This is an optimization exercise on Yosys and OpenROAD, whose aim is small area, not a production implementation.
RTL that was checked went through simulation tests only; none was proved equivalent to the original.

## exp/yarrow
// layer_top
module layer_top (
   input  logic             clk,
   input  logic             reset,
   input  logic             s_valid,
   input  logic             m_ready,
   input  layer_pkg::data_t data_in,
   output logic             s_ready,
   output logic             m_valid,
   output layer_pkg::data_t data_out
);
Size: about 180 flip-flops, ~13000 um^2 of cells after synthesis.
Settings: LEC_CHECK=0, CAP_MARGIN=20, CORE_MARGIN=2, CORE_UTILIZATION=40, SLEW_MARGIN=20; clock period 7.0 ns.
run.sh (not shown) runs the stock make flow with config.mk's settings and CLKGATE_MAP_FILE= SYNTH_SCRIPT=/design/flow/synth_recipe.tcl, a recipe that flattens the netlist after the stock synthesis.
exp/yarrow went all the way through synthesis, placement and routing and the layout is clean on timing, DRC and antenna.
What exp/onyx does differently from exp/yarrow at the input level:
-- flow/design.v --
<<< exp/yarrow, line 129
   input  layer_pkg::data_t     x_word,
   output layer_pkg::data_t     acc,
   output logic [16/4-1:1] acc_cy    
);
   localparam int ROWS = 16 / 2;
>>> exp/onyx, line 129
   input  layer_pkg::data_t     x_word,
   output layer_pkg::data_t     acc,
   output logic [16/8-1:1] acc_cy    
);
   localparam int ROWS = 16 / 2;
<<< exp/yarrow, line 336
   logic [15:0] cy;
   logic [15:0] sum;
   logic [3:1] cy_out;
   assign cy[0] = 1'b0;
   assign sum[0] = op_a[0] ^ op_b[0] ^ cy[0];
>>> exp/onyx, line 336
   logic [15:0] cy;
   logic [15:0] sum;
   logic [1:1] cy_out;
   assign cy[0] = 1'b0;
   assign sum[0] = op_a[0] ^ op_b[0] ^ cy[0];
<<< exp/yarrow, line 345
   assign cy[3] = (op_a[2] & op_b[2]) | (op_a[2] & cy[2]) | (op_b[2] & cy[2]);
   assign sum[3] = op_a[3] ^ op_b[3] ^ cy[3];
   assign cy_out[1] = (op_a[3] & op_b[3]) | (op_a[3] & cy[3]) | (op_b[3] & cy[3]);
   assign cy[4] = run & acc_cy[1];
   assign sum[4] = op_a[4] ^ op_b[4] ^ cy[4];
   assign cy[5] = (op_a[4] & op_b[4]) | (op_a[4] & cy[4]) | (op_b[4] & cy[4]);
>>> exp/onyx, line 345
   assign cy[3] = (op_a[2] & op_b[2]) | (op_a[2] & cy[2]) | (op_b[2] & cy[2]);
   assign sum[3] = op_a[3] ^ op_b[3] ^ cy[3];
   assign cy[4] = (op_a[3] & op_b[3]) | (op_a[3] & cy[3]) | (op_b[3] & cy[3]);
   assign sum[4] = op_a[4] ^ op_b[4] ^ cy[4];
   assign cy[5] = (op_a[4] & op_b[4]) | (op_a[4] & cy[4]) | (op_b[4] & cy[4]);
<<< exp/yarrow, line 354
   assign cy[7] = (op_a[6] & op_b[6]) | (op_a[6] & cy[6]) | (op_b[6] & cy[6]);
   assign sum[7] = op_a[7] ^ op_b[7] ^ cy[7];
   assign cy_out[2] = (op_a[7] & op_b[7]) | (op_a[7] & cy[7]) | (op_b[7] & cy[7]);
   assign cy[8] = run & acc_cy[2];
   assign sum[8] = op_a[8] ^ op_b[8] ^ cy[8];
   assign cy[9] = (op_a[8] & op_b[8]) | (op_a[8] & cy[8]) | (op_b[8] & cy[8]);
>>> exp/onyx, line 353
   assign cy[7] = (op_a[6] & op_b[6]) | (op_a[6] & cy[6]) | (op_b[6] & cy[6]);
   assign sum[7] = op_a[7] ^ op_b[7] ^ cy[7];
   assign cy_out[1] = (op_a[7] & op_b[7]) | (op_a[7] & cy[7]) | (op_b[7] & cy[7]);
   assign cy[8] = run & acc_cy[1];
   assign sum[8] = op_a[8] ^ op_b[8] ^ cy[8];
   assign cy[9] = (op_a[8] & op_b[8]) | (op_a[8] & cy[8]) | (op_b[8] & cy[8]);
<<< exp/yarrow, line 363
   assign cy[11] = (op_a[10] & op_b[10]) | (op_a[10] & cy[10]) | (op_b[10] & cy[10]);
   assign sum[11] = op_a[11] ^ op_b[11] ^ cy[11];
   assign cy_out[3] = (op_a[11] & op_b[11]) | (op_a[11] & cy[11]) | (op_b[11] & cy[11]);
   assign cy[12] = run & acc_cy[3];
   assign sum[12] = op_a[12] ^ op_b[12] ^ cy[12];
   assign cy[13] = (op_a[12] & op_b[12]) | (op_a[12] & cy[12]) | (op_b[12] & cy[12]);
>>> exp/onyx, line 362
   assign cy[11] = (op_a[10] & op_b[10]) | (op_a[10] & cy[10]) | (op_b[10] & cy[10]);
   assign sum[11] = op_a[11] ^ op_b[11] ^ cy[11];
   assign cy[12] = (op_a[11] & op_b[11]) | (op_a[11] & cy[11]) | (op_b[11] & cy[11]);
   assign sum[12] = op_a[12] ^ op_b[12] ^ cy[12];
   assign cy[13] = (op_a[12] & op_b[12]) | (op_a[12] & cy[12]) | (op_b[12] & cy[12]);
<<< exp/yarrow, line 390
   input  layer_pkg::row_t      row1,
   output layer_pkg::data_t     acc0,
   output logic [16/4-1:1] acc0_cy,
   output layer_pkg::data_t     acc1,
   output logic [16/4-1:1] acc1_cy
);
   layer_pkg::data_t ring [0:8-1];
>>> exp/onyx, line 388
   input  layer_pkg::row_t      row1,
   output layer_pkg::data_t     acc0,
   output logic [16/8-1:1] acc0_cy,
   output layer_pkg::data_t     acc1,
   output logic [16/8-1:1] acc1_cy
);
   layer_pkg::data_t ring [0:8-1];
<<< exp/yarrow, line 424
   input  logic             out_sel,
   input  layer_pkg::data_t acc0,
   input  logic [16/4-1:1] acc0_cy,
   input  layer_pkg::data_t acc1,
   input  logic [16/4-1:1] acc1_cy,
   output layer_pkg::data_t data_out
);
   localparam int NSEG = 16 / 4;
   layer_pkg::data_t                 acc;
   logic [NSEG-1:1]                  acc_cy;
>>> exp/onyx, line 422
   input  logic             out_sel,
   input  layer_pkg::data_t acc0,
   input  logic [16/8-1:1] acc0_cy,
   input  layer_pkg::data_t acc1,
   input  logic [16/8-1:1] acc1_cy,
   output layer_pkg::data_t data_out
);
   localparam int NSEG = 16 / 8;
   layer_pkg::data_t                 acc;
   logic [NSEG-1:1]                  acc_cy;
<<< exp/yarrow, line 439
      carries = '0;
      for (int k = 1; k < NSEG; k++)
         carries[k*4] = acc_cy[k];
   end
   assign result   = acc + carries;
>>> exp/onyx, line 437
      carries = '0;
      for (int k = 1; k < NSEG; k++)
         carries[k*8] = acc_cy[k];
   end
   assign result   = acc + carries;
<<< exp/yarrow, line 460
   logic                 out_sel;
   layer_pkg::data_t     acc0, acc1;
   logic [16/4-1:1] acc0_cy, acc1_cy;
   layer_sequencer u_sequencer (
      .clk       (clk),
>>> exp/onyx, line 458
   logic                 out_sel;
   layer_pkg::data_t     acc0, acc1;
   logic [16/8-1:1] acc0_cy, acc1_cy;
   layer_sequencer u_sequencer (
      .clk       (clk),
Notes after the runs:
The flow did not stop early for exp/yarrow: all stages ran, and the layout cleared the timing, DRC and antenna checks. exp/onyx: all stages done; final checks FAILED (negative setup slack). Against exp/yarrow, exp/onyx comes in 6 lower on clock tree buffer count of the final layout. exp/onyx ended with less net count after synthesis than exp/yarrow. Going from exp/yarrow to exp/onyx, the wire length of the first global-routing pass was found to have gone down by 0.75%. exp/onyx vs exp/yarrow: combined flip-flop and latch cell area down. Die: exp/onyx smaller than exp/yarrow. The lower core area of exp/yarrow and exp/onyx is in exp/onyx. exp/onyx ended with less setup slack than exp/yarrow. Compare exp/yarrow and exp/onyx | sequential cell count lower: exp/onyx. | via count | higher: exp/onyx |. Summary of exp/onyx over exp/yarrow: number of global-route vias before repair went up; synthesized area went down; number of hold violations in the final report did not really move. Sequential share of layout area (higher): exp/yarrow. Of exp/yarrow and exp/onyx, the run reporting the lower share of the clock period used by the worst path after layout was exp/yarrow. exp/onyx vs exp/yarrow, uppermost metal layer occupied by signal nets: met5 vs met4.
Function not checked in exp/onyx: the RTL went through the layout flow alone.

* * *

layer_top, a different RTL version from the one above (not shown whole).
For scale: ~1200 cells after synthesis, roughly 160 flip-flops, roughly 38 I/O pins, roughly 11000 sq um of cells after synthesis.
// layer_top
module layer_top (
   input  logic             clk,
   input  logic             reset,
   input  logic             s_valid,
   input  logic             m_ready,
   input  layer_pkg::data_t data_in,
   output logic             s_ready,
   output logic             m_valid,
   output layer_pkg::data_t data_out
);
Settings: LEC_CHECK=0, CAP_MARGIN=20, CORE_MARGIN=2, CORE_UTILIZATION=40, SLEW_MARGIN=20; clock period 7.0 ns.
standard.sh (not shown) runs the stock make flow with config.mk's settings and CLKGATE_MAP_FILE= SYNTH_SCRIPT=/design/flow/synth_recipe.tcl, a recipe that flattens the netlist after the stock synthesis.
==> flow/flow/run.sh <==
#!/bin/bash
# The standard layout (standard.sh) with extra ORFS make variables, one
# per line in flow/make_vars. Each ORFS step keeps its own log under
# orfs/logs; make's own output goes to flow_make.log here.
set -euo pipefail
args=()
while IFS= read -r line; do
   [[ -z "$line" || "$line" == \#* ]] && continue
   args+=("$line")
done < flow/make_vars
bash standard.sh "${args[@]}" finish > flow_make.log 2>&1
==> flow/flow/make_vars <==
BUFFER_PORTS_ARGS=-buffer_cell sky130_fd_sc_hd__buf_1
Next try:
--- a/flow/design.v
+++ b/flow/design.v
@@ -502,69 +502,69 @@
    logic [15:0] cy;
    logic [15:0] sum;
    logic [15:0] cy_out;
    assign cy[0] = 1'b0;
    assign sum[0] = op_a[0] ^ op_b[0] ^ cy[0];
    assign cy[1] = (op_a[0] & op_b[0]) | (op_a[0] & cy[0]) | (op_b[0] & cy[0]);
    assign sum[1] = op_a[1] ^ op_b[1] ^ cy[1];
    assign cy[2] = (op_a[1] & op_b[1]) | (op_a[1] & cy[1]) | (op_b[1] & cy[1]);
    assign sum[2] = op_a[2] ^ op_b[2] ^ cy[2];
    assign cy[3] = (op_a[2] & op_b[2]) | (op_a[2] & cy[2]) | (op_b[2] & cy[2]);
    assign sum[3] = op_a[3] ^ op_b[3] ^ cy[3];
-   assign cy[4] = (op_a[3] & op_b[3]) | (op_a[3] & cy[3]) | (op_b[3] & cy[3]);
+   assign cy_out[4] = (op_a[3] & op_b[3]) | (op_a[3] & cy[3]) | (op_b[3] & cy[3]);
+   assign cy[4] = run & acc_cy[4];
    assign sum[4] = op_a[4] ^ op_b[4] ^ cy[4];
-   assign cy_out[5] = (op_a[4] & op_b[4]) | (op_a[4] & cy[4]) | (op_b[4] & cy[4]);
-   assign cy[5] = run & acc_cy[5];
+   assign cy[5] = (op_a[4] & op_b[4]) | (op_a[4] & cy[4]) | (op_b[4] & cy[4]);
    assign sum[5] = op_a[5] ^ op_b[5] ^ cy[5];
    assign cy[6] = (op_a[5] & op_b[5]) | (op_a[5] & cy[5]) | (op_b[5] & cy[5]);
    assign sum[6] = op_a[6] ^ op_b[6] ^ cy[6];
    assign cy[7] = (op_a[6] & op_b[6]) | (op_a[6] & cy[6]) | (op_b[6] & cy[6]);
    assign sum[7] = op_a[7] ^ op_b[7] ^ cy[7];
-   assign cy[8] = (op_a[7] & op_b[7]) | (op_a[7] & cy[7]) | (op_b[7] & cy[7]);
+   assign cy_out[8] = (op_a[7] & op_b[7]) | (op_a[7] & cy[7]) | (op_b[7] & cy[7]);
+   assign cy[8] = run & acc_cy[8];
    assign sum[8] = op_a[8] ^ op_b[8] ^ cy[8];
-   assign cy_out[9] = (op_a[8] & op_b[8]) | (op_a[8] & cy[8]) | (op_b[8] & cy[8]);
-   assign cy[9] = run & acc_cy[9];
+   assign cy[9] = (op_a[8] & op_b[8]) | (op_a[8] & cy[8]) | (op_b[8] & cy[8]);
    assign sum[9] = op_a[9] ^ op_b[9] ^ cy[9];
    assign cy[10] = (op_a[9] & op_b[9]) | (op_a[9] & cy[9]) | (op_b[9] & cy[9]);
    assign sum[10] = op_a[10] ^ op_b[10] ^ cy[10];
    assign cy[11] = (op_a[10] & op_b[10]) | (op_a[10] & cy[10]) | (op_b[10] & cy[10]);
    assign sum[11] = op_a[11] ^ op_b[11] ^ cy[11];
-   assign cy[12] = (op_a[11] & op_b[11]) | (op_a[11] & cy[11]) | (op_b[11] & cy[11]);
+   assign cy_out[12] = (op_a[11] & op_b[11]) | (op_a[11] & cy[11]) | (op_b[11] & cy[11]);
+   assign cy[12] = run & acc_cy[12];
    assign sum[12] = op_a[12] ^ op_b[12] ^ cy[12];
-   assign cy_out[13] = (op_a[12] & op_b[12]) | (op_a[12] & cy[12]) | (op_b[12] & cy[12]);
-   assign cy[13] = run & acc_cy[13];
+   assign cy[13] = (op_a[12] & op_b[12]) | (op_a[12] & cy[12]) | (op_b[12] & cy[12]);
    assign sum[13] = op_a[13] ^ op_b[13] ^ cy[13];
    assign cy[14] = (op_a[13] & op_b[13]) | (op_a[13] & cy[13]) | (op_b[13] & cy[13]);
    assign sum[14] = op_a[14] ^ op_b[14] ^ cy[14];
    assign cy[15] = (op_a[14] & op_b[14]) | (op_a[14] & cy[14]) | (op_b[14] & cy[14]);
    assign sum[15] = op_a[15] ^ op_b[15] ^ cy[15];
    assign cy_out[0] = 1'b0;
    assign cy_out[1] = 1'b0;
    assign cy_out[2] = 1'b0;
    assign cy_out[3] = 1'b0;
-   assign cy_out[4] = 1'b0;
+   assign cy_out[5] = 1'b0;
    assign cy_out[6] = 1'b0;
    assign cy_out[7] = 1'b0;
-   assign cy_out[8] = 1'b0;
+   assign cy_out[9] = 1'b0;
    assign cy_out[10] = 1'b0;
    assign cy_out[11] = 1'b0;
-   assign cy_out[12] = 1'b0;
+   assign cy_out[13] = 1'b0;
    assign cy_out[14] = 1'b0;
    assign cy_out[15] = 1'b0;
    logic [15:0] cy_q;    
    always_ff @(posedge clk)
       if (en) begin
          acc  <= sum;
-         cy_q <= cy_out & 16'h2220;
+         cy_q <= cy_out & 16'h1110;
       end
-   assign acc_cy = cy_q & 16'h2220;
+   assign acc_cy = cy_q & 16'h1110;
 endmodule
 module mac_array (
    input  logic                 clk,
    input  logic                 vec_wr_en,
    input  logic                 x_bypass,
    input  layer_pkg::data_t     data_in,
    input  layer_pkg::vec_addr_t pos,
    input  logic                 run,
    input  logic                 en,
    input  layer_pkg::out_idx_t  out_idx,
    input  logic [5:0]           entry_next,
With this change the flow produced a layout that fails on setup timing.
Die area rises by 4.8%.
Worst hold slack is worse by 0.0082 ns.
Setup slack is worse by 0.67 ns.
Count of clock-buffer cells in the layout does not change.
Design area rises by 9.5%.
Via count rises by 9.0%.
Sequential cell count stays the same.
First-iteration DRC count rises by 11%.
Wire length rises by 13%.
Core utilization rises by 1.7 points.
Global-route usage rises by 2.4 points.
Area after synthesis rises by 5.0%.
Critical path depth is unchanged.
No run of this note included a check of the RTL's function; only the layout flow was run.

* * *

layer_top, a different RTL version from the one above (not shown whole).
Size: about 38 I/O pins, ~10,000 um^2 of cells after synthesis.
==> flow/design.v (excerpt) <==
module layer_top (
   input  logic             clk,
   input  logic             reset,
   input  logic             s_valid,
   input  logic             m_ready,
   input  layer_pkg::data_t data_in,
   output logic             s_ready,
   output logic             m_valid,
   output layer_pkg::data_t data_out
);
==> flow/config.mk <==
export PLATFORM = sky130hd
export DESIGN_NAME = layer_top
export DESIGN_NICKNAME = layer_top
export VERILOG_FILES = /design/flow/design.v
export SDC_FILE = /design/flow/constraint.sdc
export NUM_CORES = 4
export LEC_CHECK = 0
export CAP_MARGIN = 20
export CORE_MARGIN = 2
export CORE_UTILIZATION = 40
export SLEW_MARGIN = 20
==> flow/constraint.sdc <==
create_clock -name core_clock -period 7.0 [get_ports {clk}]
set_input_delay 1.4000 -clock core_clock [delete_from_list [all_inputs] [get_ports {clk}]]
set_output_delay 1.4000 -clock core_clock [all_outputs]
set_load 0.01 [all_outputs]
==> flow/flow/run.sh <==
#!/bin/bash
# The standard synthesis, then its combinational logic mapped again by
# ABC with an area-oriented script (flow/abc_resyn.script): the standard
# synthesis's registers and full-adder cells stay exactly as they are, with their
# names; full adders may work on complemented signals (flow/fa_polarity.py).
# Then the standard layout of that netlist, with extra ORFS make
# variables from flow/make_vars (one per line).
# Logs: flow_synth.log and flow_make.log (make's output), flow_fa_polarity.log,
# flow_resyn.log and flow_resyn_check.log (Yosys); each ORFS step also keeps its own log under orfs/logs.
set -euo pipefail
args=()
while IFS= read -r line; do
   [[ -z "$line" || "$line" == \#* ]] && continue
   args+=("$line")
done < flow/make_vars

bash standard.sh "${args[@]}" synth > flow_synth.log 2>&1

RES=orfs/results/$FLOW_PLATFORM/layer_top/base
LIB=$FLOW_HOME/platforms/$FLOW_PLATFORM/lib/sky130_fd_sc_hd__tt_025C_1v80.lib
YOSYS=$FLOW_HOME/../tools/install/yosys/bin/yosys
DONT_USE=$(grep -o 'sky130_fd_sc_hd__[a-z0-9_]*' $FLOW_HOME/platforms/$FLOW_PLATFORM/config.mk | sort -u | sed 's/^/-dont_use /' | tr '\n' ' ')
cp $RES/1_2_yosys.v 1_2_yosys_standard.v
# Full adders on complemented signals where that saves inverters
python3 flow/fa_polarity.py 1_2_yosys_standard.v 1_2_yosys_fapol.v > flow_fa_polarity.log 2>&1
cat > resyn.ys <<EOT
read_liberty -ignore_miss_func $LIB
read_verilog 1_2_yosys_fapol.v
hierarchy -top $FLOW_TOP
blackbox sky130_fd_sc_hd__dfxtp_1 sky130_fd_sc_hd__edfxtp_1 sky130_fd_sc_hd__fa_1 sky130_fd_sc_hd__conb_1
tee -o resyn_stat_before.txt stat -liberty $LIB
flatten
opt -purge
abc -script $PWD/flow/abc_resyn.script -liberty $LIB $DONT_USE -constr $PWD/orfs/objects/$FLOW_PLATFORM/layer_top/base/abc.constr
splitnets
opt_clean -purge
hilomap -singleton -hicell sky130_fd_sc_hd__conb_1 HI -locell sky130_fd_sc_hd__conb_1 LO
insbuf -buf sky130_fd_sc_hd__buf_4 A X
tee -o resyn_stat_after.txt stat -liberty $LIB
write_verilog -noattr -nohex -nodec 1_2_yosys_resyn.v
EOT
$YOSYS -s resyn.ys > flow_resyn.log 2>&1
# The new netlist must be fully mapped and hold the same registers
cat > resyn_check.ys <<EOT
read_liberty -lib $LIB
read_verilog 1_2_yosys_resyn.v
hierarchy -check -top $FLOW_TOP
check -assert -mapped
EOT
$YOSYS -s resyn_check.ys > flow_resyn_check.log 2>&1
regs() { grep -oE 'sky130_fd_sc_hd__e?dfxtp_[0-9]+ +\\?[^ ]+' "$1" | sort; }
if ! diff <(regs 1_2_yosys_standard.v) <(regs 1_2_yosys_resyn.v) > flow_resyn_regs.diff; then
   echo "registers differ from the standard synthesis" >&2
   exit 1
fi
cp 1_2_yosys_resyn.v $RES/1_2_yosys.v
rm -f $RES/1_synth.odb
bash standard.sh "${args[@]}" finish > flow_make.log 2>&1
Other scripts of this flow, unchanged in this note and not shown: flow/flow/abc_resyn.script, flow/flow/fa_polarity.py, flow/flow/make_vars
Edit:
--- a/flow/design.v
+++ b/flow/design.v
@@ -504,58 +504,58 @@
    assign sum[4] = op_a[4] ^ op_b[4] ^ cy[4];
    assign cy[5] = (op_a[4] & op_b[4]) | (op_a[4] & cy[4]) | (op_b[4] & cy[4]);
    assign sum[5] = op_a[5] ^ op_b[5] ^ cy[5];
    assign cy_out[6] = (op_a[5] & op_b[5]) | (op_a[5] & cy[5]) | (op_b[5] & cy[5]);
    assign cy[6] = run & acc_cy[6];
    assign sum[6] = op_a[6] ^ op_b[6] ^ cy[6];
    assign cy[7] = (op_a[6] & op_b[6]) | (op_a[6] & cy[6]) | (op_b[6] & cy[6]);
    assign sum[7] = op_a[7] ^ op_b[7] ^ cy[7];
    assign cy[8] = (op_a[7] & op_b[7]) | (op_a[7] & cy[7]) | (op_b[7] & cy[7]);
    assign sum[8] = op_a[8] ^ op_b[8] ^ cy[8];
    assign cy[9] = (op_a[8] & op_b[8]) | (op_a[8] & cy[8]) | (op_b[8] & cy[8]);
    assign sum[9] = op_a[9] ^ op_b[9] ^ cy[9];
-   assign cy[10] = (op_a[9] & op_b[9]) | (op_a[9] & cy[9]) | (op_b[9] & cy[9]);
+   assign cy_out[10] = (op_a[9] & op_b[9]) | (op_a[9] & cy[9]) | (op_b[9] & cy[9]);
+   assign cy[10] = run & acc_cy[10];
    assign sum[10] = op_a[10] ^ op_b[10] ^ cy[10];
-   assign cy_out[11] = (op_a[10] & op_b[10]) | (op_a[10] & cy[10]) | (op_b[10] & cy[10]);
-   assign cy[11] = run & acc_cy[11];
+   assign cy[11] = (op_a[10] & op_b[10]) | (op_a[10] & cy[10]) | (op_b[10] & cy[10]);
    assign sum[11] = op_a[11] ^ op_b[11] ^ cy[11];
    assign cy[12] = (op_a[11] & op_b[11]) | (op_a[11] & cy[11]) | (op_b[11] & cy[11]);
    assign sum[12] = op_a[12] ^ op_b[12] ^ cy[12];
    assign cy[13] = (op_a[12] & op_b[12]) | (op_a[12] & cy[12]) | (op_b[12] & cy[12]);
    assign sum[13] = op_a[13] ^ op_b[13] ^ cy[13];
    assign cy_out[14] = (op_a[13] & op_b[13]) | (op_a[13] & cy[13]) | (op_b[13] & cy[13]);
    assign cy[14] = run & acc_cy[14];
    assign sum[14] = op_a[14] ^ op_b[14] ^ cy[14];
    assign cy[15] = (op_a[14] & op_b[14]) | (op_a[14] & cy[14]) | (op_b[14] & cy[14]);
    assign sum[15] = op_a[15] ^ op_b[15] ^ cy[15];
    assign cy_out[0] = 1'b0;
    assign cy_out[1] = 1'b0;
    assign cy_out[2] = 1'b0;
    assign cy_out[3] = 1'b0;
    assign cy_out[4] = 1'b0;
    assign cy_out[5] = 1'b0;
    assign cy_out[7] = 1'b0;
    assign cy_out[8] = 1'b0;
    assign cy_out[9] = 1'b0;
-   assign cy_out[10] = 1'b0;
+   assign cy_out[11] = 1'b0;
    assign cy_out[12] = 1'b0;
    assign cy_out[13] = 1'b0;
    assign cy_out[15] = 1'b0;
    logic [15:0] cy_q;    
    always_ff @(posedge clk)
       if (en) begin
          acc  <= sum;
-         cy_q <= cy_out & 16'h4840;
+         cy_q <= cy_out & 16'h4440;
       end
-   assign acc_cy = cy_q & 16'h4840;
+   assign acc_cy = cy_q & 16'h4440;
 endmodule
 module mac_array (
    input  logic                 clk,
    input  logic                 vec_wr_en,
    input  logic                 x_bypass,
    input  layer_pkg::data_t     data_in,
    input  layer_pkg::vec_addr_t pos,
    input  logic                 run,
    input  logic                 en,
    input  layer_pkg::out_idx_t  out_idx,
    input  logic [5:0]           entry_next,
    output layer_pkg::data_t     acc,
Result:
- The changed run completed with no timing, DRC or antenna violations
- die area goes down by about 0.5%
- worst hold slack improved by 9.4 ps
- final area is about the same
- non-clock buffer count rose by 3
- global-route usage increases by 2.2 points
- first-iteration DRC count is lower by about 11%
- setup slack gets worse by 100 ps
- clock-buffer cell count stays the same
- synthesized area is lower by about 0.5%
- final cell count shrinks by 0.57%
- utilization increases by 0.14 points
- fmax shrinks by about 1.5%

[afterwards: timing with drivers on the ports]
The flow's constraints put no driver on any port. The routed layouts listed below were extracted and timed again, unchanged, in two steps. Step 1 sets driving cells, clkbuf_16 on the clock port and buf_2 on the other inputs (assumed; they add their load-dependent delay and slew). Step 2 moves the port delays by t, midway between the first and last clock arrival at a register: inputs arrive t later, outputs are due t later. That takes back most of the time a late clock gives input paths. Three values: ideal, step 1, step 2; two values: the first two.
| run | shift t [ns] | setup WS [ns] | hold slack, ns | clock arrival spread, ns | slew at the worst register clock pin (ns) |
|---|---|---|---|---|---|
| exp/yarrow | 0.497 | 0.278 / 0.278 / 0.278 | 0.324 / 0.324 / 0.324 | 0.022 / 0.022 | 0.09 / 0.09 |
| exp/onyx | 0.491 | -0.119 / -0.119 / -0.119 | 0.326 / 0.326 / 0.326 | 0.021 / 0.021 | 0.09 / 0.09 |
| the first run of note 2 | 0.488 | 0.371 / 0.371 / 0.371 | 0.320 / 0.320 / 0.320 | 0.040 / 0.040 | 0.09 / 0.09 |
| the second run of note 2 | 0.485 | -0.303 / -0.303 / -0.303 | 0.311 / 0.311 / 0.311 | 0.016 / 0.016 | 0.08 / 0.08 |
| the first run of note 3 | 0.489 | 0.395 / 0.395 / 0.395 | 0.288 / 0.288 / 0.288 | 0.040 / 0.039 | 0.11 / 0.11 |
| the second run of note 3 | 0.479 | 0.291 / 0.291 / 0.291 | 0.297 / 0.297 / 0.297 | 0.044 / 0.044 | 0.11 / 0.11 |
